Context: an optimization exercise on an open-source flow, tuned for small area. The choices shown serve that exercise and are no tape-out recipe. In this exercise RTL edits were held to simulation tests only and were not proved equivalent to the original. Power figures rest on the tool's default switching activity, not on a simulated workload.

$ cat flow/run.sh
#!/bin/bash
# synth_recipe.tcl (not shown) runs the flow's synth.tcl, then flattens the netlist and writes it again
# the make line also repeats each setting of config.mk as NAME=value (left out here)
make -C /OpenROAD-flow-scripts/flow DESIGN_CONFIG=/design/flow/config.mk WORK_HOME=/design/flow/orfs CLKGATE_MAP_FILE= SYNTH_SCRIPT=/design/flow/synth_recipe.tcl finish
$ cat flow/config.mk
export PLATFORM = sky130hd
export DESIGN_NAME = hdc_frame_assembler
export DESIGN_NICKNAME = hdc_frame_assembler
export VERILOG_FILES = /design/flow/design.v
export SDC_FILE = /design/flow/constraint.sdc
export NUM_CORES = 4
export LEC_CHECK = 0
export CAP_MARGIN = 20
export CORE_MARGIN = 2
export CORE_UTILIZATION = 70
export CTS_BUF_LIST = sky130_fd_sc_hd__clkbuf_8
export CTS_CLUSTER_SIZE = 30
export GPL_TIMING_DRIVEN = 0
export SLEW_MARGIN = 20
$ cat flow/constraint.sdc
create_clock -name core_clock -period 4.0 [get_ports {Clk_CI}]
set_input_delay 0.8000 -clock core_clock [delete_from_list [all_inputs] [get_ports {Clk_CI}]]
set_output_delay 0.8000 -clock core_clock [all_outputs]
set_load 0.01 [all_outputs]
$ cat flow/design.v
package hdc_frame_assembler_pkg;
  localparam int INPUT_CHANNELS = 64;
  localparam int RAW_WIDTH      = 15;
  localparam int MODE_W         = 2;
  localparam int LABEL_W        = 5;
  typedef enum logic {
    COLLECT = 1'b0,
    HOLD    = 1'b1
  } asmState_t;
  function automatic int idxWidth(input int n);
    if (n > 1) idxWidth = $clog2(n);
    else       idxWidth = 1;
  endfunction
endpackage
module hdc_frame_slot #(
  parameter int RAW_W = 1024
) (
  input  logic               Clk_CI,
  input  logic               Load_SI,
  input  logic [RAW_W-1:0]   Raw_DI,
  input  logic [hdc_frame_assembler_pkg::MODE_W-1:0]  Mode_DI,
  input  logic [hdc_frame_assembler_pkg::LABEL_W-1:0] Label_DI,
  output logic [RAW_W-1:0]   Raw_DO,
  output logic [hdc_frame_assembler_pkg::MODE_W-1:0]  Mode_DO,
  output logic [hdc_frame_assembler_pkg::LABEL_W-1:0] Label_DO
);
  always_ff @(posedge Clk_CI) begin
    if (Load_SI) begin
      Raw_DO   <= Raw_DI;
      Mode_DO  <= Mode_DI;
      Label_DO <= Label_DI;
    end
  end
endmodule
module hdc_frame_assembler #(
  parameter int CHANNELS = hdc_frame_assembler_pkg::INPUT_CHANNELS,
  parameter int SAMPLE_W = hdc_frame_assembler_pkg::RAW_WIDTH,
  parameter int LANE_W   = 16
) (
  input  logic                         Clk_CI,
  input  logic                         Reset_RI,
  input  logic                         SampleValid_SI,
  output logic                         SampleReady_SO,
  input  logic [SAMPLE_W-1:0]          Sample_DI,
  input  logic                         SampleLast_SI,
  input  logic [hdc_frame_assembler_pkg::MODE_W-1:0]            ModeIn_SI,
  input  logic [hdc_frame_assembler_pkg::LABEL_W-1:0]           LabelIn_DI,
  output logic [hdc_frame_assembler_pkg::idxWidth(CHANNELS)-1:0] ChannelIdx_DO,
  output logic                         ValidOut_SO,
  input  logic                         ReadyIn_SI,
  output logic [hdc_frame_assembler_pkg::MODE_W-1:0]            ModeOut_SO,
  output logic [hdc_frame_assembler_pkg::LABEL_W-1:0]           LabelOut_DO,
  output logic [CHANNELS*LANE_W-1:0]   Raw_DO,
  output logic                         FrameError_SO
);
  localparam int IDX_W = hdc_frame_assembler_pkg::idxWidth(CHANNELS);
  localparam int PK_W  = CHANNELS * SAMPLE_W;
  logic               sampleReady;
  logic [IDX_W-1:0]   chanIdx;
  logic               frameError;
  logic               slotValid;
  logic [SAMPLE_W-1:0] collectLane [CHANNELS];
  logic [hdc_frame_assembler_pkg::MODE_W-1:0]  collectMode;
  logic [hdc_frame_assembler_pkg::LABEL_W-1:0] collectLabel;
  logic accept, atLastIdx, complete, framingErr, slotFree, slotLoad;
  assign accept     = SampleValid_SI & sampleReady;
  assign atLastIdx  = (chanIdx == IDX_W'(CHANNELS - 1));
  assign complete   = accept & atLastIdx & SampleLast_SI;
  assign framingErr = accept & (SampleLast_SI != atLastIdx);
  assign slotFree   = ~slotValid | ReadyIn_SI;
  assign slotLoad   = slotFree & (~sampleReady | complete);
  always_ff @(posedge Clk_CI or negedge Reset_RI) begin
    if (!Reset_RI) begin
      sampleReady <= 1'b1;
      chanIdx     <= '0;
      frameError  <= 1'b0;
      slotValid   <= 1'b0;
    end else begin
      if (accept) begin
        chanIdx <= framingErr ? '0 : chanIdx + IDX_W'(1);
      end
      if (framingErr) begin
        frameError <= 1'b1;
      end
      if (sampleReady) begin
        if (complete & ~slotFree) sampleReady <= 1'b0;
      end else begin
        if (slotFree) sampleReady <= 1'b1;
      end
      if (slotLoad) begin
        slotValid <= 1'b1;
      end else if (ReadyIn_SI) begin
        slotValid <= 1'b0;
      end
    end
  end
  always_ff @(posedge Clk_CI) begin
    for (int k = 0; k < CHANNELS; k++) begin
      if (chanIdx == IDX_W'(k) && (k != 0 || sampleReady)) begin
        collectLane[k] <= Sample_DI;
      end
    end
    if (chanIdx == '0 && sampleReady) begin
      collectMode  <= ModeIn_SI;
      collectLabel <= LabelIn_DI;
    end
  end
  logic [PK_W-1:0] loadPk;
  always_comb begin
    for (int k = 0; k < CHANNELS - 1; k++) begin
      loadPk[k*SAMPLE_W +: SAMPLE_W] = collectLane[k];
    end
    loadPk[(CHANNELS-1)*SAMPLE_W +: SAMPLE_W] =
      sampleReady ? Sample_DI : collectLane[CHANNELS-1];
  end
  logic [PK_W-1:0] slotPk;
  hdc_frame_slot #(
    .RAW_W (PK_W)
  ) uSlot (
    .Clk_CI   (Clk_CI),
    .Load_SI  (slotLoad),
    .Raw_DI   (loadPk),
    .Mode_DI  (collectMode),
    .Label_DI (collectLabel),
    .Raw_DO   (slotPk),
    .Mode_DO  (ModeOut_SO),
    .Label_DO (LabelOut_DO)
  );
  always_comb begin
    for (int k = 0; k < CHANNELS; k++) begin
      Raw_DO[k*LANE_W +: LANE_W] = LANE_W'(slotPk[k*SAMPLE_W +: SAMPLE_W]);
    end
  end
  assign SampleReady_SO = sampleReady;
  assign ChannelIdx_DO  = chanIdx;
  assign FrameError_SO  = frameError;
  assign ValidOut_SO    = slotValid;
endmodule
==> flow_results.xml, run 1 <==
<?xml version="1.0" encoding="UTF-8"?>
<metrics>
  <group name="synthesis">
    <metric name="yosys_warnings" unit="">3</metric>
    <metric name="post_synthesis_cell_area" unit="sq um">59600</metric>
    <metric name="synth_area_per_cell" unit="sq um">27.5</metric>
    <metric name="share_of_flip_flops_with_an_asynchronous_set_or_reset_after_synthesis" unit="%">0.463</metric>
    <metric name="seq_area_frac_synth" unit="%">97.8</metric>
    <metric name="synth-seq-cells" unit="">1943</metric>
    <metric name="synth_edf_count" unit="">1934</metric>
    <metric name="synthesis.instances" unit="">2166</metric>
    <metric name="synth.distinct_cells" unit="">31</metric>
    <metric name="synthFlopType" unit="">sky130_fd_sc_hd__edfxtp_1</metric>
  </group>
  <group name="sta">
    <metric name="timing.final.hold_violations" unit="">0</metric>
    <metric name="final_period_minus_worst_setup_slack" unit="ns">3.49</metric>
    <metric name="tightest_slew" unit="ns">1.19</metric>
    <metric name="final_min_period_over_clock_period" unit="%">87.4</metric>
    <metric name="maxClockFrequency" unit="MHz">286</metric>
    <metric name="final-max-slew-violation-count" unit="">0</metric>
    <metric name="timing.slew.headroom" unit="%">20.7</metric>
    <metric name="worst_clk_skew" unit="ns">0.0741</metric>
    <metric name="grt_setup_unrepaired" unit="">no</metric>
    <metric name="finalSetupViolations" unit="">0</metric>
  </group>
  <group name="placement">
    <metric name="final_weighted_congestion_in_routability_driven_placement" unit="">0.876</metric>
    <metric name="post-dp-hpwl" unit="microns">114000</metric>
    <metric name="buffer_ports.inserted" unit="">1002</metric>
  </group>
  <group name="setup_path">
    <metric name="worstPathMaxFanout" unit="">30</metric>
    <metric name="worst_ep_required" unit="ns">4.64</metric>
    <metric name="worst_r2r_startpoint" unit="">chanIdx[0]</metric>
    <metric name="regToRegEndpoint" unit="">uSlot.Raw_DO[921]</metric>
    <metric name="reg2regPathDepth" unit="">12</metric>
    <metric name="endpoint_kind" unit="">flop</metric>
    <metric name="startpoint" unit="">chanIdx[0]</metric>
    <metric name="setup.worst_path.class" unit="">reg2reg</metric>
    <metric name="critPathLaunchType" unit="">flop</metric>
    <metric name="critical_path_arrival" unit="ns">4.13</metric>
    <metric name="timing.reg2reg.setup_slack" unit="ns">0.51</metric>
  </group>
  <group name="clock_network">
    <metric name="cts.reportedPaths.clkPinSlew" unit="ns">0.07</metric>
    <metric name="tritoncts" unit="">built</metric>
    <metric name="ctsHoldBuffers" unit="">0</metric>
    <metric name="clock_insertion_delay_worst_skew" unit="ns">0.97</metric>
    <metric name="ctsRootBufferMaster" unit="">sky130_fd_sc_hd__clkbuf_8</metric>
    <metric name="cts-htree-levels" unit="">5</metric>
    <metric name="post_cts.resized_instances" unit="">0</metric>
    <metric name="tritoncts.num_buffers" unit="">297</metric>
    <metric name="clk_path_buf_depth" unit="">4</metric>
    <metric name="cts_setup_buffers" unit="">0</metric>
    <metric name="clock-sinks" unit="">1943</metric>
  </group>
  <group name="floorplanning">
    <metric name="initial_core_util" unit="%">70.3</metric>
    <metric name="die_height" unit="microns">296</metric>
    <metric name="die_area" unit="sq um">87500</metric>
    <metric name="std_cell_rows" unit="">107</metric>
    <metric name="fp.coreArea" unit="sq um">84700</metric>
    <metric name="floorplan.die.width" unit="microns">296</metric>
    <metric name="ioPinCount" unit="">1067</metric>
  </group>
  <group name="run_status">
    <metric name="status" unit="">complete, no violations</metric>
  </group>
  <group name="cells_and_area">
    <metric name="fill_cells" unit="">2307</metric>
    <metric name="finish.utilization" unit="%">92.4</metric>
    <metric name="nets" unit="">3632</metric>
    <metric name="drive_gt1_share" unit="%">15.1</metric>
    <metric name="area_delta_synth_final" unit="%">31.3</metric>
  </group>
  <group name="detailed_routing">
    <metric name="detail_route.drc_violations" unit="">0</metric>
    <metric name="firstDrtPassIters" unit="">6</metric>
    <metric name="vias" unit="">29300</metric>
    <metric name="m1WireLength" unit="microns">54100</metric>
    <metric name="detail_route.iter0.violations" unit="">3800</metric>
    <metric name="dr_wl_met2" unit="microns">85700</metric>
    <metric name="vias_per_cell" unit="">5.92</metric>
    <metric name="finalWirelength" unit="microns">179000</metric>
    <metric name="route.detailed.wl_per_inst" unit="microns">36.1</metric>
    <metric name="post_route_ant_nets" unit="">0</metric>
    <metric name="routed.top_layer" unit="">met5</metric>
    <metric name="met3RoutedLength" unit="microns">24300</metric>
  </group>
  <group name="global_routing">
    <metric name="grt_overflow" unit="">0</metric>
    <metric name="grt_max_degree" unit="">45</metric>
    <metric name="global_route.usage.total" unit="%">41.5</metric>
    <metric name="number_of_antenna_violations_at_the_first_check_in_global_routing" unit="">4</metric>
    <metric name="grt_pass1_wl" unit="microns">239000</metric>
    <metric name="first_global_vias" unit="">29600</metric>
  </group>
  <group name="worst_hold_path">
    <metric name="min_path_type" unit="">in2async</metric>
  </group>
  <group name="power_and_ir_drop">
    <metric name="worst_ir_drop_vdd" unit="V">0.000402</metric>
    <metric name="power_leakage" unit="nW">26.0</metric>
    <metric name="power-per-cell-area" unit="nW/um^2">481</metric>
    <metric name="totalPowerFinal" unit="mW">37.7</metric>
  </group>
  <group name="run">
    <metric name="cap_viol_max_count" unit="">0</metric>
  </group>
</metrics>
[cells in the mapped netlist (all sizes together), types with 2 or more instances]
library cell,number,area (sq um)
nor3,2,10.0
buf,69,507
dfrtp,8,200
inv,8,30.0
nand2,20,77.6
or3,3,23.8
a21oi,2,10.0
edfxtp,1934,58100
mux2,15,169
nand3,8,45.0
o21ai,7,35.0
nor2,68,255
a31oi,2,12.5
ha,4,50.1
clkbuf,6,22.5
[how the worst max path moves through the flow]
stage                             end  depth (start not counted)
floorplan           uSlot.Label_DO[0]                          5
global placement    uSlot.Raw_DO[901]                          3
detailed placement  uSlot.Raw_DO[911]                         10
CTS                 uSlot.Raw_DO[676]                         12
global route        uSlot.Raw_DO[919]                         12
finish              uSlot.Raw_DO[921]                         12
[metrics by stage]
stage	setup WS (ns)	instance area (sq um)	instances	setup TNS (ns)	hold WS, ns
3_3_place_gp	-19.09	71400	4375	-	0.400
5_1_grt	0.313	78300	4957	0	0.173
3_5_place_dp	-0.0273	73200	4445	-0.783	0.405
4_1_cts	0.121	78200	4951	0	0.139
6_report	0.505	78300	4958	0	0.194
2_1_floorplan	-13.46	59900	2229	-	0.400
[sequential cells by signal, indices dropped and copies added (netlist names)]
register / cells
chanIdx: 6
collectLabel: 5
collectLane: 960
collectMode: 2
frameError: 1
sampleReady: 1
slotValid: 1
uSlot.Label_DO: 5
uSlot.Mode_DO: 2
uSlot.Raw_DO: 960
[critical path, stage by stage (launching register included)]
cell and delay (ns):
sky130_fd_sc_hd__dfrtp_2 0.45, sky130_fd_sc_hd__ha_4 0.21, sky130_fd_sc_hd__nand3_4 0.20, sky130_fd_sc_hd__nor2_4 0.48, sky130_fd_sc_hd__a31oi_4 0.17, sky130_fd_sc_hd__a21oi_4 0.28
sky130_fd_sc_hd__buf_16 0.21, sky130_fd_sc_hd__buf_16 0.18, sky130_fd_sc_hd__buf_16 0.19, sky130_fd_sc_hd__buf_16 0.18, sky130_fd_sc_hd__buf_16 0.20, sky130_fd_sc_hd__buf_16 0.21
sky130_fd_sc_hd__buf_16 0.21
[report_power, final]
group,switching (mW),internal (mW)
sequential,0.0322,22.3
combinational,0.482,0.140
clock,7.59,7.08
[placed cells by master (no fill, tap or decap), types with 4 or more instances in the layout]
cell and instances:
sky130_fd_sc_hd__buf_16 56, sky130_fd_sc_hd__buf_4 80, sky130_fd_sc_hd__buf_6 8, sky130_fd_sc_hd__buf_8 4, sky130_fd_sc_hd__clkbuf_8 300, sky130_fd_sc_hd__clkdlybuf4s50_1 987, sky130_fd_sc_hd__clkinv_1 65, sky130_fd_sc_hd__clkinv_2 16
sky130_fd_sc_hd__clkinvlp_4 8, sky130_fd_sc_hd__conb_1 64, sky130_fd_sc_hd__dfrtp_1 6, sky130_fd_sc_hd__diode_2 6, sky130_fd_sc_hd__edfxtp_1 1934, sky130_fd_sc_hd__inv_1 120, sky130_fd_sc_hd__mux2_2 15, sky130_fd_sc_hd__nand2_1 19
sky130_fd_sc_hd__nand3_1 7, sky130_fd_sc_hd__nor2_1 7, sky130_fd_sc_hd__nor2_2 59, sky130_fd_sc_hd__o21ai_0 6
[area by class of cell]
| class | instances | area [sq um] | area share [%] |
|---|---|---|---|
| clock buffers | 300 | 4130 | 5.27 |
| well taps | 1144 | 1430 | 1.83 |
| clock inverters | 206 | 891 | 1.14 |
| multi-input cells | 203 | 1200 | 1.54 |
| flip-flops and latches | 1943 | 58300 | 74.5 |
| repair buffers | 1073 | 11700 | 15.0 |
| diodes | 6 | 15.0 | 0.0192 |
| plain buffers | 75 | 533 | 0.681 |
| inverters | 8 | 30.0 | 0.0384 |
[cells by family (layout without fill, tap and decap cells)]
| logic type | count (synthesis) | after routing | synth area share [%] |
|---|---|---|---|
| flip-flops | 1943 | 1943 | 97.8 |
| buffers and inverters | 83 | 1662 | 0.938 |
| AND/OR/NAND/NOR | 106 | 106 | 0.749 |
| AO/OA/AOI/OAI | 14 | 14 | 0.139 |
| multiplexers | 15 | 15 | 0.283 |
| adder cells (fa/ha/maj) | 4 | 4 | 0.0840 |
| other | 1 | 70 | 0.00629 |
[per-layer routing]
metal / global-route usage (%) / vias up
met5: 0 / -
met1: 49.2 / 14500
li1: - / 11500
met4: 29.3 / 4
met3: 14.8 / 580
met2: 64.2 / 2721
==> inputs of run 2 (changes only) <==
--- a/flow/config.mk
+++ b/flow/config.mk
@@ -7,8 +7,5 @@
 export LEC_CHECK = 0
 export CAP_MARGIN = 20
 export CORE_MARGIN = 2
-export CORE_UTILIZATION = 70
-export CTS_BUF_LIST = sky130_fd_sc_hd__clkbuf_8
-export CTS_CLUSTER_SIZE = 30
-export GPL_TIMING_DRIVEN = 0
+export CORE_UTILIZATION = 40
 export SLEW_MARGIN = 20
==> run 2 against run 1 <==
Cell count increased by 11%. Total power increased by 5.3%. Die area increased by 74%. Combinational power decreased by 13%. Non-clock buffer count decreased by 60.
==> flow_results.xml, run 2 <==
<?xml version="1.0" encoding="UTF-8"?>
<metrics>
  <group name="detailed_routing">
    <metric name="route.detailed.wl_per_inst" unit="microns">28.6</metric>
    <metric name="finalWirelength" unit="microns">158000</metric>
    <metric name="post_route_ant_nets" unit="">0</metric>
    <metric name="vias" unit="">26200</metric>
    <metric name="vias_per_cell" unit="">4.76</metric>
    <metric name="detail_route.drc_violations" unit="">0</metric>
    <metric name="detail_route.iter0.violations" unit="">2556</metric>
    <metric name="firstDrtPassIters" unit="">7</metric>
  </group>
  <group name="clock_network">
    <metric name="tritoncts" unit="">built</metric>
    <metric name="clock_insertion_delay_worst_skew" unit="ns">0.79</metric>
    <metric name="clock-sinks" unit="">1943</metric>
    <metric name="ctsHoldBuffers" unit="">0</metric>
    <metric name="cts-htree-levels" unit="">4</metric>
    <metric name="tritoncts.num_buffers" unit="">187</metric>
    <metric name="cts.reportedPaths.clkPinSlew" unit="ns">0.07</metric>
    <metric name="ctsRootBufferMaster" unit="">sky130_fd_sc_hd__clkbuf_16</metric>
    <metric name="post_cts.resized_instances" unit="">0</metric>
    <metric name="clk_path_buf_depth" unit="">3</metric>
    <metric name="cts_setup_buffers" unit="">0</metric>
  </group>
  <group name="synthesis">
    <metric name="synth.top_cells.by_area" unit="">sky130_fd_sc_hd__edfxtp_1 97%, sky130_fd_sc_hd__buf_4 0.82%, sky130_fd_sc_hd__nor2_1 0.43%</metric>
    <metric name="cell_taking_the_most_area_after_synthesis" unit="">sky130_fd_sc_hd__edfxtp_1</metric>
    <metric name="synthesis.instances" unit="">2166</metric>
    <metric name="synthFlopType" unit="">sky130_fd_sc_hd__edfxtp_1</metric>
    <metric name="synth.distinct_cells" unit="">31</metric>
    <metric name="most_repeated_cell_in_the_gate_level_netlist_after_synthesis" unit="">sky130_fd_sc_hd__edfxtp_1</metric>
    <metric name="share_of_flip_flops_with_an_asynchronous_set_or_reset_after_synthesis" unit="%">0.463</metric>
    <metric name="synth_top_area_share" unit="%">97.4</metric>
    <metric name="yosys_warnings" unit="">3</metric>
    <metric name="seq_area_frac_synth" unit="%">97.8</metric>
    <metric name="synth-seq-cells" unit="">1943</metric>
    <metric name="synth_area_per_cell" unit="sq um">27.5</metric>
    <metric name="post_synth_most_frequent_cells" unit="">1934 x sky130_fd_sc_hd__edfxtp_1, 68 x sky130_fd_sc_hd__nor2_1, 65 x sky130_fd_sc_hd__buf_4</metric>
    <metric name="synth_edf_count" unit="">1934</metric>
    <metric name="post_synthesis_cell_area" unit="sq um">59600</metric>
  </group>
  <group name="power_and_ir_drop">
    <metric name="power-per-cell-area" unit="nW/um^2">504</metric>
    <metric name="worst_ir_drop_vdd" unit="V">0.000398</metric>
    <metric name="power_leakage" unit="nW">25.3</metric>
    <metric name="totalPowerFinal" unit="mW">39.6</metric>
  </group>
  <group name="setup_path">
    <metric name="critical-path-slowest-cell" unit="">sky130_fd_sc_hd__dfstp_2</metric>
    <metric name="critPathLaunchType" unit="">flop</metric>
    <metric name="critical_path_arrival" unit="ns">2.36</metric>
    <metric name="worstPathMaxFanout" unit="">18</metric>
    <metric name="critical_path.top_delay_family" unit="">flip-flops</metric>
    <metric name="worst_ep_required" unit="ns">3.20</metric>
    <metric name="endpoint_kind" unit="">output port</metric>
    <metric name="crit_chain" unit="">clkdlybuf4s50_1</metric>
    <metric name="slowest_delay" unit="ns">0.91</metric>
    <metric name="setup.worst_path.class" unit="">reg2out</metric>
    <metric name="cp.buffers_inverters" unit="">1</metric>
  </group>
  <group name="global_routing">
    <metric name="grt_pass1_wl" unit="microns">210000</metric>
    <metric name="global_route.usage.total" unit="%">20.2</metric>
    <metric name="number_of_antenna_violations_at_the_first_check_in_global_routing" unit="">8</metric>
    <metric name="first_global_vias" unit="">25900</metric>
    <metric name="grt_max_degree" unit="">108</metric>
    <metric name="grt_overflow" unit="">0</metric>
  </group>
  <group name="cells_and_area">
    <metric name="nets" unit="">3462</metric>
    <metric name="final_cell_area" unit="sq um">78600</metric>
    <metric name="final_cells" unit="">5510</metric>
    <metric name="largest_registers" unit="">collectLane x960, uSlot.Raw_DO x960, chanIdx x6</metric>
    <metric name="area_delta_synth_final" unit="%">31.9</metric>
    <metric name="final_cell_mix" unit="">1934 x sky130_fd_sc_hd__edfxtp_1, 987 x sky130_fd_sc_hd__clkdlybuf4s50_1, 192 x sky130_fd_sc_hd__clkbuf_16, 76 x sky130_fd_sc_hd__buf_4, 64 x sky130_fd_sc_hd__conb_1</metric>
    <metric name="drive_gt1_share" unit="%">11.0</metric>
    <metric name="layout_commonest_cell" unit="">sky130_fd_sc_hd__edfxtp_1</metric>
    <metric name="fill_cells" unit="">11300</metric>
  </group>
  <group name="sta">
    <metric name="totalNegativeSetupSlack" unit="ns">0</metric>
    <metric name="timing.final.hold_violations" unit="">0</metric>
    <metric name="worst_clk_skew" unit="ns">0.0323</metric>
    <metric name="timing.slew.headroom" unit="%">30.1</metric>
    <metric name="final_critical_path_setup_slack" unit="ns">0.843</metric>
    <metric name="finalSetupViolations" unit="">0</metric>
    <metric name="tightest_slew" unit="ns">1.05</metric>
    <metric name="maxClockFrequency" unit="MHz">317</metric>
    <metric name="final-max-slew-violation-count" unit="">0</metric>
    <metric name="final_min_period_over_clock_period" unit="%">78.9</metric>
    <metric name="grt_setup_unrepaired" unit="">no</metric>
    <metric name="final_period_minus_worst_setup_slack" unit="ns">3.16</metric>
  </group>
  <group name="run_status">
    <metric name="status" unit="">complete, no violations</metric>
  </group>
  <group name="placement">
    <metric name="buffer_ports.inserted" unit="">1002</metric>
    <metric name="place_inst" unit="">5172</metric>
    <metric name="post-dp-hpwl" unit="microns">101000</metric>
    <metric name="worst_setup_slack_after_placement" unit="ns">0.731</metric>
    <metric name="placed_cell_area" unit="sq um">72800</metric>
    <metric name="final_weighted_congestion_in_routability_driven_placement" unit="">0.790</metric>
  </group>
  <group name="floorplanning">
    <metric name="die_height" unit="microns">390</metric>
    <metric name="die_area" unit="sq um">152000</metric>
    <metric name="floorplan.die.width" unit="microns">390</metric>
    <metric name="fp.coreArea" unit="sq um">148000</metric>
    <metric name="std_cell_rows" unit="">141</metric>
    <metric name="initial_core_util" unit="%">40.3</metric>
    <metric name="ioPinCount" unit="">1067</metric>
  </group>
  <group name="run">
    <metric name="cap_viol_max_count" unit="">0</metric>
  </group>
  <group name="worst_hold_path">
    <metric name="min_path_type" unit="">in2reg</metric>
  </group>
</metrics>
[run 2: layout make-up]
class / instances / area [sq um] / area share [%]
clock inverter: 92 / 825 / 1.05
inverter: 8 / 30.0 / 0.0382
sequential: 1943 / 58300 / 74.1
antenna: 3 / 7.51 / 0.00955
multi-input combinational: 203 / 1120 / 1.42
tap: 1930 / 2410 / 3.07
clock buffer: 243 / 5000 / 6.35
timing repair buffer: 1088 / 11000 / 13.9
[run 2: report_power, final]
part	switching (mW)	total, mW	internal [mW]	leakage (nW)
clock	7.27	16.7	9.47	2.82
combinational	0.459	0.539	0.0801	4.98
sequential	0.0279	22.4	22.3	17.5
total	7.76	39.6	31.9	25.3
[run 2: logic make-up after synthesis]
logic type,synth area share [%]
DFF,97.8
muxes,0.283
buffers and inverters,0.938
AOI/OAI and AO/OA,0.139
and+or+nand+nor,0.749
other,0.00629
adders and majority gates,0.0840
[run 2: path summary, 6_finish.rpt]
path	depth (start not counted)	start	to	slack, ns
worst max-delay path	1	sampleReady	SampleReady_SO	0.84
worst min-delay path	1	Sample_DI[13]	collectLane[60][13]	0.27
worst max register to register	8	chanIdx[0]	uSlot.Raw_DO[713]	1.10
worst min register to register	0	collectLane[36][11]	uSlot.Raw_DO[551]	0.39
max in group asynchronous	1	Reset_RI	chanIdx[0]	3.06
min in group asynchronous	1	Reset_RI	slotValid	0.45
[run 2: metal layers]
layer	track usage [%]	wire length, microns
met1	25.0	60500
met3	5.86	12900
met2	34.5	80300
met5	0	0
met4	5.99	3990
[run 2: per-stage QoR]
step                      util (%)  hold WS [ns]
final                         53.2         0.273
after global routing          53.2         0.197
after CTS                     53.2         0.184
after detailed placement      49.2         0.405
after global placement        49.2         0.400
after floorplan                  -         0.400
==> inputs of run 3 (changes only) <==
==> flow/flow/run.sh (new file) <==
#!/bin/bash
# Standard ORFS layout (standard.sh, unchanged synthesis) with two changes:
# port buffers use the smallest buffer cell, and the clock tree uses
# clkbuf_8 with small sink clusters and no dummy loads.
set -e
export BUFFER_PORTS_ARGS="-buffer_cell sky130_fd_sc_hd__buf_1"
export CTS_ARGS="-sink_clustering_enable -repair_clock_nets -buf_list sky130_fd_sc_hd__clkbuf_8 -sink_clustering_size 16 -sink_clustering_max_diameter 50 -dont_use_dummy_load"
bash standard.sh > standard.log 2>&1
==> flow/standard.sh (new file) <==
#!/bin/bash
# synth_recipe.tcl (not shown) runs the flow's synth.tcl, then flattens the netlist and writes it again
# the make line also repeats each setting of config.mk as NAME=value (left out here)
make -C /OpenROAD-flow-scripts/flow DESIGN_CONFIG=/design/flow/config.mk WORK_HOME=/design/flow/orfs CLKGATE_MAP_FILE= SYNTH_SCRIPT=/design/flow/synth_recipe.tcl "${@:-finish}"
--- a/flow/config.mk
+++ b/flow/config.mk
@@ -7,5 +7,6 @@
 export LEC_CHECK = 0
 export CAP_MARGIN = 20
 export CORE_MARGIN = 2
-export CORE_UTILIZATION = 40
+export CORE_UTILIZATION = 70
+export GPL_TIMING_DRIVEN = 0
 export SLEW_MARGIN = 20
removed: flow/run.sh
==> run 3 against run 2 <==
Still clean. First-iteration DRC count rose by 25%. Global-route usage rose by 15 points. Register-to-register slack got worse by 0.89 ns. Setup slack lost 0.63 ns. Via count is 2.9% higher. Critical path type is now reg2reg. Critical endpoint is now uSlot.Raw_DO[198]. Highest routed layer is now met5.
==> flow_results.xml, run 3 <==
<?xml version="1.0" encoding="UTF-8"?>
<metrics>
  <group name="placement">
    <metric name="place_inst" unit="">4473</metric>
    <metric name="final_weighted_congestion_in_routability_driven_placement" unit="">0.872</metric>
    <metric name="placed_cell_area" unit="sq um">67500</metric>
    <metric name="post-dp-hpwl" unit="microns">113000</metric>
    <metric name="buffer_ports.inserted" unit="">1002</metric>
  </group>
  <group name="sta">
    <metric name="grt_setup_unrepaired" unit="">no</metric>
    <metric name="worst_hold_slack" unit="ns">0.143</metric>
    <metric name="timing.slew.headroom" unit="%">29.7</metric>
    <metric name="finalSetupViolations" unit="">0</metric>
    <metric name="final_period_minus_worst_setup_slack" unit="ns">3.79</metric>
    <metric name="timing.final.hold_violations" unit="">0</metric>
    <metric name="worst_clk_skew" unit="ns">0.0806</metric>
    <metric name="final-max-slew-violation-count" unit="">0</metric>
    <metric name="totalNegativeSetupSlack" unit="ns">0</metric>
    <metric name="final_min_period_over_clock_period" unit="%">94.8</metric>
    <metric name="maxClockFrequency" unit="MHz">264</metric>
    <metric name="tightest_slew" unit="ns">1.05</metric>
  </group>
  <group name="global_routing">
    <metric name="grt_pass1_wl" unit="microns">206000</metric>
    <metric name="grt_max_degree" unit="">31</metric>
    <metric name="grt_overflow" unit="">0</metric>
    <metric name="groute.layer.met3.usage" unit="%">11.9</metric>
    <metric name="global_route.usage.total" unit="%">35.7</metric>
    <metric name="gr-max-usage-layer" unit="">met2</metric>
    <metric name="met2_usage" unit="%">57.9</metric>
    <metric name="number_of_antenna_violations_at_the_first_check_in_global_routing" unit="">6</metric>
    <metric name="grtUsageMet1" unit="%">44.1</metric>
    <metric name="first_global_vias" unit="">25700</metric>
  </group>
  <group name="detailed_routing">
    <metric name="detail_route.iter0.violations" unit="">3196</metric>
    <metric name="detail_route.drc_violations" unit="">0</metric>
    <metric name="post_route_ant_nets" unit="">0</metric>
    <metric name="route.detailed.wl_per_inst" unit="microns">33.7</metric>
    <metric name="vias" unit="">27000</metric>
    <metric name="vias_per_cell" unit="">5.84</metric>
    <metric name="firstDrtPassIters" unit="">6</metric>
    <metric name="finalWirelength" unit="microns">156000</metric>
  </group>
  <group name="floorplanning">
    <metric name="ioPinCount" unit="">1067</metric>
    <metric name="std_cell_rows" unit="">107</metric>
    <metric name="die_area" unit="sq um">87500</metric>
    <metric name="initial_core_util" unit="%">70.3</metric>
    <metric name="die_height" unit="microns">296</metric>
    <metric name="fp.coreArea" unit="sq um">84700</metric>
    <metric name="floorplan.die.width" unit="microns">296</metric>
  </group>
  <group name="setup_path">
    <metric name="worstPathMaxFanout" unit="">26</metric>
    <metric name="cp.buffers_inverters" unit="">8</metric>
    <metric name="worst_ep_required" unit="ns">4.50</metric>
    <metric name="critical_path_arrival" unit="ns">4.30</metric>
    <metric name="critical_path.top_delay_family" unit="">buffers and inverters</metric>
    <metric name="setup.worst_path.class" unit="">reg2reg</metric>
    <metric name="critical-path-slowest-cell" unit="">sky130_fd_sc_hd__nor2_4</metric>
    <metric name="critPathMostFrequentCell" unit="">sky130_fd_sc_hd__buf_16</metric>
    <metric name="endpoint_kind" unit="">flop</metric>
    <metric name="slowest_delay" unit="ns">0.48</metric>
    <metric name="reg2regPathDepth" unit="">13</metric>
    <metric name="regToRegEndpoint" unit="">uSlot.Raw_DO[198]</metric>
    <metric name="worst_r2r_startpoint" unit="">chanIdx[1]</metric>
    <metric name="critPathLaunchType" unit="">flop</metric>
    <metric name="crit_chain" unit="">ha_4 &gt; nand3_4 &gt; nor2_4 &gt; a31oi_4 &gt; a21oi_4 &gt; buf_16 &gt; buf_8 &gt; buf_16 &gt; buf_16 &gt; buf_8 &gt; buf_16 &gt; buf_16 &gt; buf_16</metric>
    <metric name="timing.reg2reg.setup_slack" unit="ns">0.21</metric>
  </group>
  <group name="cells_and_area">
    <metric name="nets" unit="">3509</metric>
    <metric name="layout_commonest_cell" unit="">sky130_fd_sc_hd__edfxtp_1</metric>
    <metric name="area.sequential" unit="sq um">58300</metric>
    <metric name="final_cells" unit="">4622</metric>
    <metric name="drive_gt1_share" unit="%">12.0</metric>
    <metric name="area_delta_synth_final" unit="%">16.7</metric>
    <metric name="multi_input_area" unit="sq um">1200</metric>
    <metric name="final_cell_mix" unit="">1934 x sky130_fd_sc_hd__edfxtp_1, 988 x sky130_fd_sc_hd__buf_1, 145 x sky130_fd_sc_hd__clkbuf_8, 68 x sky130_fd_sc_hd__buf_4, 64 x sky130_fd_sc_hd__conb_1</metric>
    <metric name="final_cell_area" unit="sq um">69500</metric>
    <metric name="fill_cells" unit="">3820</metric>
    <metric name="largest_registers" unit="">collectLane x960, uSlot.Raw_DO x960, chanIdx x6</metric>
  </group>
  <group name="power_and_ir_drop">
    <metric name="power_leakage" unit="nW">21.7</metric>
    <metric name="worst_ir_drop_vdd" unit="V">0.000379</metric>
    <metric name="power-per-cell-area" unit="nW/um^2">457</metric>
  </group>
  <group name="clock_network">
    <metric name="cts_setup_buffers" unit="">0</metric>
    <metric name="clk_path_buf_depth" unit="">3</metric>
    <metric name="cts.reportedPaths.clkPinSlew" unit="ns">0.09</metric>
    <metric name="ctsRootBufferMaster" unit="">sky130_fd_sc_hd__clkbuf_8</metric>
    <metric name="post_cts.resized_instances" unit="">0</metric>
    <metric name="tritoncts.num_buffers" unit="">145</metric>
    <metric name="ctsHoldBuffers" unit="">1</metric>
    <metric name="tritoncts" unit="">built</metric>
    <metric name="clock_insertion_delay_worst_skew" unit="ns">0.84</metric>
    <metric name="clock-sinks" unit="">1943</metric>
    <metric name="cts-htree-levels" unit="">4</metric>
  </group>
  <group name="worst_hold_path">
    <metric name="timing.hold.worst_endpoint" unit="">collectLabel[2]</metric>
    <metric name="min_path_type" unit="">in2reg</metric>
    <metric name="hold_path.startpoint" unit="">LabelIn_DI[2]</metric>
    <metric name="timing.hold.worst_path_depth" unit="">1</metric>
  </group>
  <group name="synthesis">
    <metric name="most_repeated_cell_in_the_gate_level_netlist_after_synthesis" unit="">sky130_fd_sc_hd__edfxtp_1</metric>
    <metric name="synth-seq-cells" unit="">1943</metric>
    <metric name="synth.top_cells.by_area" unit="">sky130_fd_sc_hd__edfxtp_1 97%, sky130_fd_sc_hd__buf_4 0.82%, sky130_fd_sc_hd__nor2_1 0.43%</metric>
    <metric name="post_synth_most_frequent_cells" unit="">1934 x sky130_fd_sc_hd__edfxtp_1, 68 x sky130_fd_sc_hd__nor2_1, 65 x sky130_fd_sc_hd__buf_4</metric>
    <metric name="synth.distinct_cells" unit="">31</metric>
    <metric name="synth_edf_count" unit="">1934</metric>
    <metric name="synth_top_area_share" unit="%">97.4</metric>
    <metric name="share_of_flip_flops_with_an_asynchronous_set_or_reset_after_synthesis" unit="%">0.463</metric>
    <metric name="yosys_warnings" unit="">3</metric>
    <metric name="synthesis.instances" unit="">2166</metric>
    <metric name="post_synthesis_cell_area" unit="sq um">59600</metric>
    <metric name="synthFlopType" unit="">sky130_fd_sc_hd__edfxtp_1</metric>
    <metric name="seq_area_frac_synth" unit="%">97.8</metric>
    <metric name="synth_area_per_cell" unit="sq um">27.5</metric>
    <metric name="cell_taking_the_most_area_after_synthesis" unit="">sky130_fd_sc_hd__edfxtp_1</metric>
  </group>
  <group name="run_status">
    <metric name="status" unit="">complete, no violations</metric>
  </group>
  <group name="run">
    <metric name="cap_viol_max_count" unit="">0</metric>
  </group>
</metrics>
[run 3: cell counts after synthesis]
No cell type changed its count.
[run 3: metal layers]
metal,wire [microns],part of all wire (%)
met3,19000,12
met2,77800,50
met4,8350,5.4
met1,50600,32
met5,41,0.026
[run 3: power breakdown]
part / total, mW / switching, mW / leakage, nW / internal [mW]
clock network: 8.82 / 5.57 / 1.04 / 3.25
logic: 0.646 / 0.468 / 3.10 / 0.177
registers: 22.3 / 0.0272 / 17.5 / 22.3
[run 3: kinds of logic after synthesis]
group                      count (synthesis)  share of synthesized area, %
AOI/OAI and AO/OA                         14                         0.139
adders and majority gates                  4                        0.0840
buffers and inverters                     83                         0.938
DFF                                     1943                          97.8
muxes                                     15                         0.283
other                                      1                       0.00629
and+or+nand+nor                          106                         0.749
[run 3: how the worst max path moves through the flow]
| stage | endpoint | slack (ns) | depth (start not counted) | start |
|---|---|---|---|---|
| CTS | uSlot.Raw_DO[198] | 0.20 | 13 | chanIdx[1] |
| floorplan | uSlot.Label_DO[0] | -13.46 | 5 | chanIdx[0] |
| detailed placement | uSlot.Raw_DO[926] | 0.19 | 13 | chanIdx[1] |
| global placement | uSlot.Raw_DO[901] | -18.87 | 5 | chanIdx[0] |
| finish | uSlot.Raw_DO[198] | 0.21 | 13 | chanIdx[1] |
| global route | uSlot.Raw_DO[198] | 0.01 | 13 | chanIdx[1] |
[run 3: area by class of cell]
| cell class | count | share of cell area (%) |
|---|---|---|
| clock buffers | 145 | 2.87 |
| well taps | 1144 | 2.06 |
| repair buffers | 1102 | 8.69 |
| flip-flops and latches | 1943 | 83.8 |
| diodes | 2 | 0.00720 |
| inverters | 8 | 0.0432 |
| multi-input cells | 203 | 1.73 |
| plain buffers | 75 | 0.766 |
[run 3: per-stage QoR]
step                setup slack (ns)  util [%]  total power [mW]
global route                  0.0100      82.1              32.6
floorplan                     -13.46         -              22.9
detailed placement             0.193      79.6              23.4
finish                         0.208      82.1              31.8
global placement              -18.87      76.8              23.3
CTS                            0.202      82.0              31.9
==> inputs of run 4 (changes only) <==
==> flow/flow/run.sh (replaced) <==
#!/bin/bash
# Standard ORFS layout (standard.sh, unchanged synthesis) with these changes:
# port buffers use the smallest buffer cell, the first fanout repair may not
# use the largest buffers, and the clock tree uses clkbuf_8 with small sink
# clusters and no dummy loads.
set -e
HERE=$(cd "$(dirname "$0")" && pwd)
export BUFFER_PORTS_ARGS="-buffer_cell sky130_fd_sc_hd__buf_1"
export PRE_RESIZE_TCL="$HERE/pre_resize.tcl"
export CTS_ARGS="-sink_clustering_enable -repair_clock_nets -buf_list sky130_fd_sc_hd__clkbuf_8 -sink_clustering_size 16 -sink_clustering_max_diameter 50 -dont_use_dummy_load"
bash standard.sh > standard.log 2>&1
==> flow/flow/pre_resize.tcl (new file) <==
# Keep the first fanout repair from building trees of the largest buffers.
set_dont_use {sky130_fd_sc_hd__buf_12 sky130_fd_sc_hd__buf_16 sky130_fd_sc_hd__clkbuf_16}
--- a/flow/config.mk
+++ b/flow/config.mk
@@ -7,6 +7,7 @@
 export LEC_CHECK = 0
 export CAP_MARGIN = 20
 export CORE_MARGIN = 2
-export CORE_UTILIZATION = 70
+export CORE_UTILIZATION = 75
 export GPL_TIMING_DRIVEN = 0
+export PLACE_DENSITY = 0.85
 export SLEW_MARGIN = 20
==> run 4 against run 3 <==
The flow now stops in I/O pin placement (3_2_place_iop). Synthesized area did not move. Synthesized cell count is the same.
==> flow_results.xml, run 4 <==
<?xml version="1.0" encoding="UTF-8"?>
<metrics>
  <group name="floorplanning">
    <metric name="initial_core_util" unit="%">75.6</metric>
    <metric name="floorplan.die.width" unit="microns">286</metric>
    <metric name="die_height" unit="microns">286</metric>
    <metric name="std_cell_rows" unit="">103</metric>
  </group>
  <group name="synthesis">
    <metric name="synth.top_cells.by_area" unit="">sky130_fd_sc_hd__edfxtp_1 97%, sky130_fd_sc_hd__buf_4 0.82%, sky130_fd_sc_hd__nor2_1 0.43%</metric>
    <metric name="most_repeated_cell_in_the_gate_level_netlist_after_synthesis" unit="">sky130_fd_sc_hd__edfxtp_1</metric>
    <metric name="share_of_flip_flops_with_an_asynchronous_set_or_reset_after_synthesis" unit="%">0.463</metric>
    <metric name="synth_top_area_share" unit="%">97.4</metric>
    <metric name="synthFlopType" unit="">sky130_fd_sc_hd__edfxtp_1</metric>
    <metric name="synth.distinct_cells" unit="">31</metric>
    <metric name="yosys_warnings" unit="">3</metric>
    <metric name="synth-seq-cells" unit="">1943</metric>
    <metric name="seq_area_frac_synth" unit="%">97.8</metric>
    <metric name="post_synth_most_frequent_cells" unit="">1934 x sky130_fd_sc_hd__edfxtp_1, 68 x sky130_fd_sc_hd__nor2_1, 65 x sky130_fd_sc_hd__buf_4</metric>
    <metric name="cell_taking_the_most_area_after_synthesis" unit="">sky130_fd_sc_hd__edfxtp_1</metric>
    <metric name="synth_edf_count" unit="">1934</metric>
    <metric name="synthesis.instances" unit="">2166</metric>
    <metric name="synth_area_per_cell" unit="sq um">27.5</metric>
    <metric name="post_synthesis_cell_area" unit="sq um">59600</metric>
  </group>
  <group name="run_status">
    <metric name="stop_error" unit="">[ERROR PPL-0024] Number of IO pins (1067) exceeds maximum number of available positions (1030). Increase the die perimeter from 1143.72um to 1451.12um.</metric>
    <metric name="failing_step" unit="">I/O pin placement (3_2_place_iop)</metric>
    <metric name="status" unit="">did not finish</metric>
  </group>
</metrics>
==> run 4: cell counts after synthesis <==
No cell type changed its count.
==> run 4: cell families after synthesis <==
kind of cell | Yosys count | share of synthesized area, %
AOI/OAI and AO/OA | 14 | 0.139
adders and majority gates | 4 | 0.0840
buffers and inverters | 83 | 0.938
DFF | 1943 | 97.8
muxes | 15 | 0.283
other | 1 | 0.00629
and+or+nand+nor | 106 | 0.749
==> inputs of run 5 (changes only) <==
--- a/flow/config.mk
+++ b/flow/config.mk
@@ -7,7 +7,7 @@
 export LEC_CHECK = 0
 export CAP_MARGIN = 20
 export CORE_MARGIN = 2
-export CORE_UTILIZATION = 75
+export CORE_UTILIZATION = 70
 export GPL_TIMING_DRIVEN = 0
 export PLACE_DENSITY = 0.85
 export SLEW_MARGIN = 20
==> run 5 against run 4 <==
The run now finishes clean. Synthesized cell count unchanged. Synthesized area unchanged.
==> flow_results.xml, run 5 <==
<?xml version="1.0" encoding="UTF-8"?>
<metrics>
  <group name="run_status">
    <metric name="status" unit="">complete, no violations</metric>
  </group>
  <group name="synthesis">
    <metric name="share_of_flip_flops_with_an_asynchronous_set_or_reset_after_synthesis" unit="%">0.463</metric>
    <metric name="synthFlopType" unit="">sky130_fd_sc_hd__edfxtp_1</metric>
    <metric name="synthesis.instances" unit="">2166</metric>
    <metric name="synth-seq-cells" unit="">1943</metric>
    <metric name="cell_taking_the_most_area_after_synthesis" unit="">sky130_fd_sc_hd__edfxtp_1</metric>
    <metric name="yosys_warnings" unit="">3</metric>
    <metric name="seq_area_frac_synth" unit="%">97.8</metric>
    <metric name="most_repeated_cell_in_the_gate_level_netlist_after_synthesis" unit="">sky130_fd_sc_hd__edfxtp_1</metric>
    <metric name="synth.distinct_cells" unit="">31</metric>
    <metric name="synth_top_area_share" unit="%">97.4</metric>
    <metric name="post_synth_most_frequent_cells" unit="">1934 x sky130_fd_sc_hd__edfxtp_1, 68 x sky130_fd_sc_hd__nor2_1, 65 x sky130_fd_sc_hd__buf_4</metric>
    <metric name="post_synthesis_cell_area" unit="sq um">59600</metric>
    <metric name="synth_edf_count" unit="">1934</metric>
    <metric name="synth_area_per_cell" unit="sq um">27.5</metric>
    <metric name="synth.top_cells.by_area" unit="">sky130_fd_sc_hd__edfxtp_1 97%, sky130_fd_sc_hd__buf_4 0.82%, sky130_fd_sc_hd__nor2_1 0.43%</metric>
  </group>
  <group name="cells_and_area">
    <metric name="nets" unit="">3504</metric>
    <metric name="largest_registers" unit="">collectLane x960, uSlot.Raw_DO x960, chanIdx x6</metric>
    <metric name="layout_commonest_cell" unit="">sky130_fd_sc_hd__edfxtp_1</metric>
    <metric name="area_delta_synth_final" unit="%">15.1</metric>
    <metric name="final_cell_mix" unit="">1934 x sky130_fd_sc_hd__edfxtp_1, 988 x sky130_fd_sc_hd__buf_1, 144 x sky130_fd_sc_hd__clkbuf_8, 81 x sky130_fd_sc_hd__buf_8, 71 x sky130_fd_sc_hd__buf_4</metric>
    <metric name="drive_gt1_share" unit="%">11.9</metric>
  </group>
  <group name="detailed_routing">
    <metric name="detail_route.iter0.violations" unit="">3471</metric>
    <metric name="detail_route.drc_violations" unit="">0</metric>
    <metric name="finalWirelength" unit="microns">167000</metric>
    <metric name="post_route_ant_nets" unit="">0</metric>
    <metric name="vias_per_cell" unit="">6.15</metric>
    <metric name="firstDrtPassIters" unit="">6</metric>
    <metric name="route.detailed.wl_per_inst" unit="microns">36.1</metric>
    <metric name="vias" unit="">28400</metric>
  </group>
  <group name="power_and_ir_drop">
    <metric name="power-per-cell-area" unit="nW/um^2">464</metric>
    <metric name="seq_power_share" unit="%">70.1</metric>
    <metric name="intPower" unit="mW">25.7</metric>
    <metric name="netSwitchingFraction" unit="%">19.5</metric>
    <metric name="power_frac_comb" unit="%">1.9</metric>
    <metric name="power_switching" unit="mW">6.20</metric>
    <metric name="power_leakage" unit="nW">21.3</metric>
    <metric name="clock_power_share" unit="%">28.0</metric>
    <metric name="worst_ir_drop_vdd" unit="V">0.000396</metric>
  </group>
  <group name="setup_path">
    <metric name="timing.reg2reg.setup_slack" unit="ns">0.53</metric>
    <metric name="worst_r2r_startpoint" unit="">chanIdx[5]</metric>
    <metric name="worst_ep_required" unit="ns">4.53</metric>
    <metric name="critical_path_arrival" unit="ns">4.00</metric>
    <metric name="critical-path-slowest-cell" unit="">sky130_fd_sc_hd__a21oi_4</metric>
    <metric name="critPathMostFrequentCell" unit="">sky130_fd_sc_hd__buf_8</metric>
    <metric name="endpoint_kind" unit="">flop</metric>
    <metric name="crit_chain" unit="">nand2_2 &gt; nor2_4 &gt; a31oi_4 &gt; a21oi_4 &gt; buf_8 &gt; buf_8 &gt; buf_8 &gt; buf_8 &gt; buf_8 &gt; buf_8</metric>
    <metric name="worstPathMaxFanout" unit="">24</metric>
    <metric name="reg2regPathDepth" unit="">10</metric>
    <metric name="critPathLaunchType" unit="">flop</metric>
    <metric name="setup.worst_path.class" unit="">reg2reg</metric>
    <metric name="regToRegEndpoint" unit="">uSlot.Raw_DO[425]</metric>
    <metric name="slowest_delay" unit="ns">0.51</metric>
  </group>
  <group name="sta">
    <metric name="final_min_period_over_clock_period" unit="%">86.6</metric>
    <metric name="grt_setup_unrepaired" unit="">no</metric>
    <metric name="worst_hold_slack" unit="ns">0.137</metric>
    <metric name="maxClockFrequency" unit="MHz">289</metric>
    <metric name="totalNegativeSetupSlack" unit="ns">0</metric>
    <metric name="timing.slew.headroom" unit="%">26.9</metric>
    <metric name="final-max-slew-violation-count" unit="">0</metric>
    <metric name="final_period_minus_worst_setup_slack" unit="ns">3.47</metric>
    <metric name="tightest_slew" unit="ns">1.09</metric>
    <metric name="finalSetupViolations" unit="">0</metric>
    <metric name="worst_clk_skew" unit="ns">0.111</metric>
    <metric name="final_critical_path_setup_slack" unit="ns">0.535</metric>
    <metric name="timing.final.hold_violations" unit="">0</metric>
  </group>
  <group name="floorplanning">
    <metric name="die_area" unit="sq um">87500</metric>
    <metric name="fp.coreArea" unit="sq um">84700</metric>
    <metric name="std_cell_rows" unit="">107</metric>
    <metric name="initial_core_util" unit="%">70.3</metric>
    <metric name="die_height" unit="microns">296</metric>
    <metric name="floorplan.die.width" unit="microns">296</metric>
    <metric name="ioPinCount" unit="">1067</metric>
  </group>
  <group name="worst_hold_path">
    <metric name="timing.hold.worst_path_depth" unit="">1</metric>
    <metric name="min_path_type" unit="">in2reg</metric>
    <metric name="hold_path.startpoint" unit="">LabelIn_DI[2]</metric>
    <metric name="timing.hold.worst_endpoint" unit="">collectLabel[2]</metric>
  </group>
  <group name="clock_network">
    <metric name="tritoncts.num_buffers" unit="">144</metric>
    <metric name="clock_insertion_delay_worst_skew" unit="ns">0.87</metric>
    <metric name="ctsRootBufferMaster" unit="">sky130_fd_sc_hd__clkbuf_8</metric>
    <metric name="clock-sinks" unit="">1943</metric>
    <metric name="clk_path_buf_depth" unit="">3</metric>
    <metric name="cts-htree-levels" unit="">4</metric>
    <metric name="cts.reportedPaths.clkPinSlew" unit="ns">0.09</metric>
    <metric name="tritoncts" unit="">built</metric>
    <metric name="post_cts.resized_instances" unit="">0</metric>
  </group>
  <group name="placement">
    <metric name="worst_setup_slack_after_placement" unit="ns">0.201</metric>
    <metric name="buffer_ports.inserted" unit="">1002</metric>
    <metric name="final_weighted_congestion_in_routability_driven_placement" unit="">0.854</metric>
    <metric name="post-dp-hpwl" unit="microns">114000</metric>
  </group>
  <group name="global_routing">
    <metric name="global_route.usage.total" unit="%">38.2</metric>
    <metric name="grt_pass1_wl" unit="microns">221000</metric>
    <metric name="number_of_antenna_violations_at_the_first_check_in_global_routing" unit="">7</metric>
    <metric name="grt_max_degree" unit="">31</metric>
    <metric name="first_global_vias" unit="">28000</metric>
    <metric name="grt_overflow" unit="">0</metric>
  </group>
  <group name="run">
    <metric name="cap_viol_max_count" unit="">0</metric>
  </group>
</metrics>
[run 5: cell counts after synthesis]
No cell type changed its count.
[run 5: cell type report]
cell class | count | area, sq um
multi-input cells | 203 | 1200
well taps | 1144 | 1430
fillers | 3422 | 16100
plain buffers | 75 | 533
flip-flops and latches | 1943 | 58300
diodes | 3 | 7.51
clock buffers | 144 | 1980
repair buffers | 1098 | 5140
inverters | 8 | 30.0
[run 5: worst max path at each step]
stage | from | endpoint | depth (start not counted)
floorplan | chanIdx[0] | uSlot.Label_DO[0] | 5
global placement | chanIdx[0] | uSlot.Raw_DO[674] | 5
detailed placement | chanIdx[0] | uSlot.Raw_DO[665] | 11
CTS | chanIdx[5] | uSlot.Raw_DO[188] | 10
global route | chanIdx[5] | uSlot.Raw_DO[180] | 10
finish | chanIdx[5] | uSlot.Raw_DO[425] | 10
[run 5: cell families (layout without fill, tap and decap cells)]
group / count (synthesis) / in the layout / synth area share, %
other cells: 1 / 67 / 0.00629
flops: 1943 / 1943 / 97.8
fa+ha+maj: 4 / 4 / 0.0840
buf+inv: 83 / 1325 / 0.938
mux: 15 / 15 / 0.283
compound gates: 14 / 14 / 0.139
simple gates: 106 / 106 / 0.749
[run 5: layer usage]
metal | share of wire, % | GRT usage, %
met5 | 0.044 | 0
met4 | 7.2 | 23.3
met3 | 13 | 11.9
met2 | 51 | 63.3
met1 | 29 | 44.2
[run 5: power groups by stage]
stage | clock (mW) | combinational (mW) | sequential (mW)
final | 8.92 | 0.608 | 22.3
after floorplan | 0 | 0.144 | 22.8
after global placement | 0 | 0.470 | 22.8
after global routing | 9.54 | 0.613 | 22.4
after detailed placement | 0 | 0.570 | 22.8
after CTS | 8.92 | 0.578 | 22.3
[run 5: through the flow]
step           instance area, sq um  power (mW)  cells  util, %
2_1_floorplan                 59900        22.9   2229        -
3_3_place_gp                  65100        23.3   4375     76.8
3_5_place_dp                  66600        23.4   4468     78.6
4_1_cts                       68600        31.8   4613     80.9
5_1_grt                       68600        32.5   4617     81.0
6_report                      68600        31.9   4618     81.0
[run 5: worst max-delay path: cells and delay by family, from the launching register on]
kind	cells	cell delay, ns
buffers and inverters	6	1.45
AO/OA/AOI/OAI	2	0.63
AND/OR/NAND/NOR	2	0.57
flip-flops	1	0.50
[run 5: timing repair]
action | 4_1_cts | 5_1_grt
hold buffers | 1 | 0
endpoints found under the setup margin | 0 | 27
endpoints found under the hold margin | 8 | 0
buffers inserted | 0 | 1
==> inputs of run 6 (changes only) <==
--- a/flow/config.mk
+++ b/flow/config.mk
@@ -9,5 +9,4 @@
 export CORE_MARGIN = 2
 export CORE_UTILIZATION = 70
 export GPL_TIMING_DRIVEN = 0
-export PLACE_DENSITY = 0.85
 export SLEW_MARGIN = 20
==> run 6 against run 5 <==
Global-route usage down 2.7 points. Clock-buffer cell count unchanged. Synthesized area unchanged. Routed wire length down 6.8%. Highest routed layer unchanged. Utilization unchanged. Critical endpoint is now uSlot.Raw_DO[198]. Still clean.
==> flow_results.xml, run 6 <==
<?xml version="1.0" encoding="UTF-8"?>
<metrics>
  <group name="run_status">
    <metric name="status" unit="">complete, no violations</metric>
  </group>
  <group name="setup_path">
    <metric name="critical_path_arrival" unit="ns">4.19</metric>
    <metric name="critical-path-slowest-cell" unit="">sky130_fd_sc_hd__nor2_4</metric>
    <metric name="critPathMostFrequentCell" unit="">sky130_fd_sc_hd__buf_8</metric>
    <metric name="setup.worst_path.class" unit="">reg2reg</metric>
    <metric name="worst_ep_required" unit="ns">4.48</metric>
    <metric name="endpoint_kind" unit="">flop</metric>
    <metric name="critical_path.top_delay_family" unit="">buffers and inverters</metric>
    <metric name="slowest_delay" unit="ns">0.49</metric>
    <metric name="timing.reg2reg.setup_slack" unit="ns">0.29</metric>
    <metric name="critPathLaunchType" unit="">flop</metric>
    <metric name="worstPathMaxFanout" unit="">26</metric>
    <metric name="cp.buffers_inverters" unit="">6</metric>
    <metric name="crit_chain" unit="">ha_4 &gt; nand3_4 &gt; nor2_4 &gt; a31oi_4 &gt; a21oi_4 &gt; buf_8 &gt; buf_8 &gt; buf_8 &gt; buf_8 &gt; buf_8 &gt; buf_8</metric>
  </group>
  <group name="sta">
    <metric name="final-max-slew-violation-count" unit="">0</metric>
    <metric name="worst_clk_skew" unit="ns">0.0909</metric>
    <metric name="finalSetupViolations" unit="">0</metric>
    <metric name="timing.final.hold_violations" unit="">0</metric>
    <metric name="final_min_period_over_clock_period" unit="%">92.7</metric>
    <metric name="final_period_minus_worst_setup_slack" unit="ns">3.71</metric>
    <metric name="maxClockFrequency" unit="MHz">270</metric>
    <metric name="tightest_slew" unit="ns">1.02</metric>
    <metric name="grt_setup_unrepaired" unit="">no</metric>
    <metric name="timing.slew.headroom" unit="%">32.1</metric>
    <metric name="totalNegativeSetupSlack" unit="ns">0</metric>
    <metric name="final_critical_path_setup_slack" unit="ns">0.292</metric>
  </group>
  <group name="synthesis">
    <metric name="most_repeated_cell_in_the_gate_level_netlist_after_synthesis" unit="">sky130_fd_sc_hd__edfxtp_1</metric>
    <metric name="seq_area_frac_synth" unit="%">97.8</metric>
    <metric name="synth.distinct_cells" unit="">31</metric>
    <metric name="synth_edf_count" unit="">1934</metric>
    <metric name="synthFlopType" unit="">sky130_fd_sc_hd__edfxtp_1</metric>
    <metric name="post_synth_most_frequent_cells" unit="">1934 x sky130_fd_sc_hd__edfxtp_1, 68 x sky130_fd_sc_hd__nor2_1, 65 x sky130_fd_sc_hd__buf_4</metric>
    <metric name="cell_taking_the_most_area_after_synthesis" unit="">sky130_fd_sc_hd__edfxtp_1</metric>
    <metric name="yosys.area_share.xor_xnor" unit="%">0</metric>
    <metric name="yosys.area_share.adder" unit="%">0.0840</metric>
    <metric name="synth_compound_area_share" unit="%">0.139</metric>
    <metric name="synth_area_per_cell" unit="sq um">27.5</metric>
    <metric name="synth-simple-area-share" unit="%">0.749</metric>
    <metric name="yosys_warnings" unit="">3</metric>
    <metric name="largest_family_of_logic_cells_by_synthesized_area" unit="">buffers and inverters</metric>
    <metric name="post_synthesis_cell_area" unit="sq um">59600</metric>
    <metric name="synth-seq-cells" unit="">1943</metric>
    <metric name="share_of_flip_flops_with_an_asynchronous_set_or_reset_after_synthesis" unit="%">0.463</metric>
    <metric name="synth_top_area_share" unit="%">97.4</metric>
    <metric name="mux_cell_area_share_after_synthesis" unit="%">0.283</metric>
    <metric name="synth.top_cells.by_area" unit="">sky130_fd_sc_hd__edfxtp_1 97%, sky130_fd_sc_hd__buf_4 0.82%, sky130_fd_sc_hd__nor2_1 0.43%</metric>
    <metric name="synthesis.instances" unit="">2166</metric>
  </group>
  <group name="clock_network">
    <metric name="tritoncts.num_buffers" unit="">144</metric>
    <metric name="clk_path_buf_depth" unit="">3</metric>
    <metric name="cts-htree-levels" unit="">4</metric>
    <metric name="ctsRootBufferMaster" unit="">sky130_fd_sc_hd__clkbuf_8</metric>
    <metric name="clock_insertion_delay_worst_skew" unit="ns">0.83</metric>
    <metric name="cts_setup_buffers" unit="">0</metric>
    <metric name="tritoncts" unit="">built</metric>
    <metric name="clock-sinks" unit="">1943</metric>
    <metric name="ctsHoldBuffers" unit="">1</metric>
    <metric name="post_cts.resized_instances" unit="">0</metric>
    <metric name="cts.reportedPaths.clkPinSlew" unit="ns">0.09</metric>
  </group>
  <group name="detailed_routing">
    <metric name="vias" unit="">27000</metric>
    <metric name="route.detailed.wl_per_inst" unit="microns">33.7</metric>
    <metric name="firstDrtPassIters" unit="">5</metric>
    <metric name="vias_per_cell" unit="">5.84</metric>
    <metric name="finalWirelength" unit="microns">155000</metric>
    <metric name="detail_route.iter0.violations" unit="">3527</metric>
    <metric name="post_route_ant_nets" unit="">0</metric>
    <metric name="detail_route.drc_violations" unit="">0</metric>
  </group>
  <group name="cells_and_area">
    <metric name="drive_gt1_share" unit="%">11.9</metric>
    <metric name="layout_commonest_cell" unit="">sky130_fd_sc_hd__edfxtp_1</metric>
    <metric name="final_cells" unit="">4617</metric>
    <metric name="area_delta_synth_final" unit="%">15.1</metric>
    <metric name="nets" unit="">3503</metric>
    <metric name="final_cell_mix" unit="">1934 x sky130_fd_sc_hd__edfxtp_1, 987 x sky130_fd_sc_hd__buf_1, 144 x sky130_fd_sc_hd__clkbuf_8, 85 x sky130_fd_sc_hd__buf_8, 71 x sky130_fd_sc_hd__buf_4</metric>
    <metric name="largest_registers" unit="">collectLane x960, uSlot.Raw_DO x960, chanIdx x6</metric>
  </group>
  <group name="placement">
    <metric name="final_weighted_congestion_in_routability_driven_placement" unit="">0.872</metric>
    <metric name="place_inst" unit="">4469</metric>
    <metric name="post-dp-hpwl" unit="microns">112000</metric>
    <metric name="buffer_ports.inserted" unit="">1002</metric>
    <metric name="worst_setup_slack_after_placement" unit="ns">0.293</metric>
  </group>
  <group name="floorplanning">
    <metric name="die_area" unit="sq um">87500</metric>
    <metric name="fp.coreArea" unit="sq um">84700</metric>
    <metric name="std_cell_rows" unit="">107</metric>
    <metric name="initial_core_util" unit="%">70.3</metric>
    <metric name="floorplan.die.width" unit="microns">296</metric>
    <metric name="ioPinCount" unit="">1067</metric>
    <metric name="die_height" unit="microns">296</metric>
  </group>
  <group name="global_routing">
    <metric name="grt_pass1_wl" unit="microns">206000</metric>
    <metric name="gr-max-usage-layer" unit="">met2</metric>
    <metric name="number_of_antenna_violations_at_the_first_check_in_global_routing" unit="">7</metric>
    <metric name="global_route.usage.total" unit="%">35.5</metric>
    <metric name="grt_overflow" unit="">0</metric>
    <metric name="grt_max_degree" unit="">31</metric>
    <metric name="groute.layer.met3.usage" unit="%">11.2</metric>
    <metric name="grtUsageMet1" unit="%">44.9</metric>
    <metric name="first_global_vias" unit="">25600</metric>
    <metric name="met2_usage" unit="%">57.5</metric>
  </group>
  <group name="run">
    <metric name="cap_viol_max_count" unit="">0</metric>
  </group>
  <group name="power_and_ir_drop">
    <metric name="power-per-cell-area" unit="nW/um^2">463</metric>
    <metric name="worst_ir_drop_vdd" unit="V">0.000423</metric>
    <metric name="power_leakage" unit="nW">21.3</metric>
    <metric name="totalPowerFinal" unit="mW">31.8</metric>
  </group>
  <group name="worst_hold_path">
    <metric name="min_path_type" unit="">in2reg</metric>
  </group>
</metrics>
## run 6: changes by cell type in the layout (fill, tap and decap cells not counted)
cell,before,now
sky130_fd_sc_hd__buf_6,8,3
sky130_fd_sc_hd__nor2_4,3,2
sky130_fd_sc_hd__buf_8,81,85
sky130_fd_sc_hd__nor2_2,57,58
sky130_fd_sc_hd__clkbuf_2,3,4
sky130_fd_sc_hd__buf_1,988,987
## run 6: path summary, 6_finish.rpt
check	from	end	depth (start not counted)
worst max-delay path	chanIdx[1]	uSlot.Raw_DO[198]	11
worst min-delay path	ModeIn_SI[0]	collectMode[0]	1
worst max register to register	chanIdx[1]	uSlot.Raw_DO[198]	11
worst min register to register	collectLane[2][2]	uSlot.Raw_DO[32]	0
max in group asynchronous	Reset_RI	chanIdx[0]	2
min in group asynchronous	Reset_RI	slotValid	2
## run 6: worst register-to-register path, stage by stage, from the launching register on
cell	delay, ns
sky130_fd_sc_hd__dfrtp_2	0.45
sky130_fd_sc_hd__ha_4	0.20
sky130_fd_sc_hd__nand3_4	0.18
sky130_fd_sc_hd__nor2_4	0.49
sky130_fd_sc_hd__a31oi_4	0.18
sky130_fd_sc_hd__a21oi_4	0.38
sky130_fd_sc_hd__buf_8	0.28
sky130_fd_sc_hd__buf_8	0.25
sky130_fd_sc_hd__buf_8	0.25
sky130_fd_sc_hd__buf_8	0.25
sky130_fd_sc_hd__buf_8	0.25
sky130_fd_sc_hd__buf_8	0.26
## run 6: per-stage QoR
step	area (sq um)	hold slack (ns)	utilization [%]
2_1_floorplan	59900	0.400	-
3_3_place_gp	65100	0.400	76.8
3_5_place_dp	66600	0.405	78.6
4_1_cts	68600	0.0718	80.9
5_1_grt	68600	0.111	81.0
6_report	68600	0.144	81.0
## run 6: per-layer routing
layer  vias up  wire length, microns
met1     13800                 51200
li1      11000                     -
met4         8                  7920
met2      1894                 77700
met5         -                    47
met3       317                 18600
## run 6: where the power goes
part           switching (mW)  internal, mW  total, mW
clock network            5.59          3.23       8.83
logic                   0.462         0.140      0.601
registers              0.0284          22.3       22.3
total                    6.08          25.7       31.8
## run 6: final cells by class
cell class              instances  area (sq um)
clock buffers                 144          1980
flip-flops and latches       1943         58300
inverters                       8          30.0
diodes                          3          7.51
repair buffers               1097          5140
multi-input cells             203          1200
well taps                    1144          1430
plain buffers                  75           534
fillers                      3940         16100
## run 6: cells by family (layout without fill, tap and decap cells)
kind of cell / count (synthesis) / count (layout)
fa+ha+maj: 4 / 4
simple gates: 106 / 106
compound gates: 14 / 14
mux: 15 / 15
other cells: 1 / 67
flops: 1943 / 1943
buf+inv: 83 / 1324

==> re-timing with driven ports <==
In the flow no input, the clock included, has a driving cell. The finished layouts below were timed again as built, in two steps. Step 1 sets driving cells, clkbuf_16 on the clock port and buf_2 on the other inputs (assumed; they add their load-dependent delay and slew). Step 2 moves the port delays by t, midway between the first and last clock arrival at a register: inputs arrive t later, outputs are due t later. That takes back most of the time a late clock gives input paths. a / b / c = ideal / step 1 / step 2; a / b = the first two.
| run | t (ns) | setup WS [ns] | hold WS [ns] | worst register clock-pin slew, ns | worst data-port slew with drivers (ns) |
|---|---|---|---|---|---|
| run 1 | 1.006 | 0.505 / 0.505 / 0.221 | 0.194 / 0.233 / 0.375 | 0.08 / 0.08 | 0.17 |
| run 2 | 0.859 | 0.843 / 0.762 / 0.669 | 0.273 / 0.224 / 0.389 | 0.07 / 0.07 | 0.10 |
| run 3 | 0.865 | 0.208 / 0.208 / 0.208 | 0.143 / 0.101 / 0.365 | 0.10 / 0.10 | 0.15 |
| run 5 | 0.879 | 0.535 / 0.534 / 0.246 | 0.137 / 0.106 / 0.374 | 0.11 / 0.11 | 0.15 |
| run 6 | 0.858 | 0.292 / 0.292 / 0.292 | 0.144 / 0.104 / 0.366 | 0.11 / 0.11 | 0.15 |
After both steps every run listed still meets setup and hold. The setup slack of run 5, which loses most, moves by -0.001 ns with the drivers and by -0.289 ns with both steps.
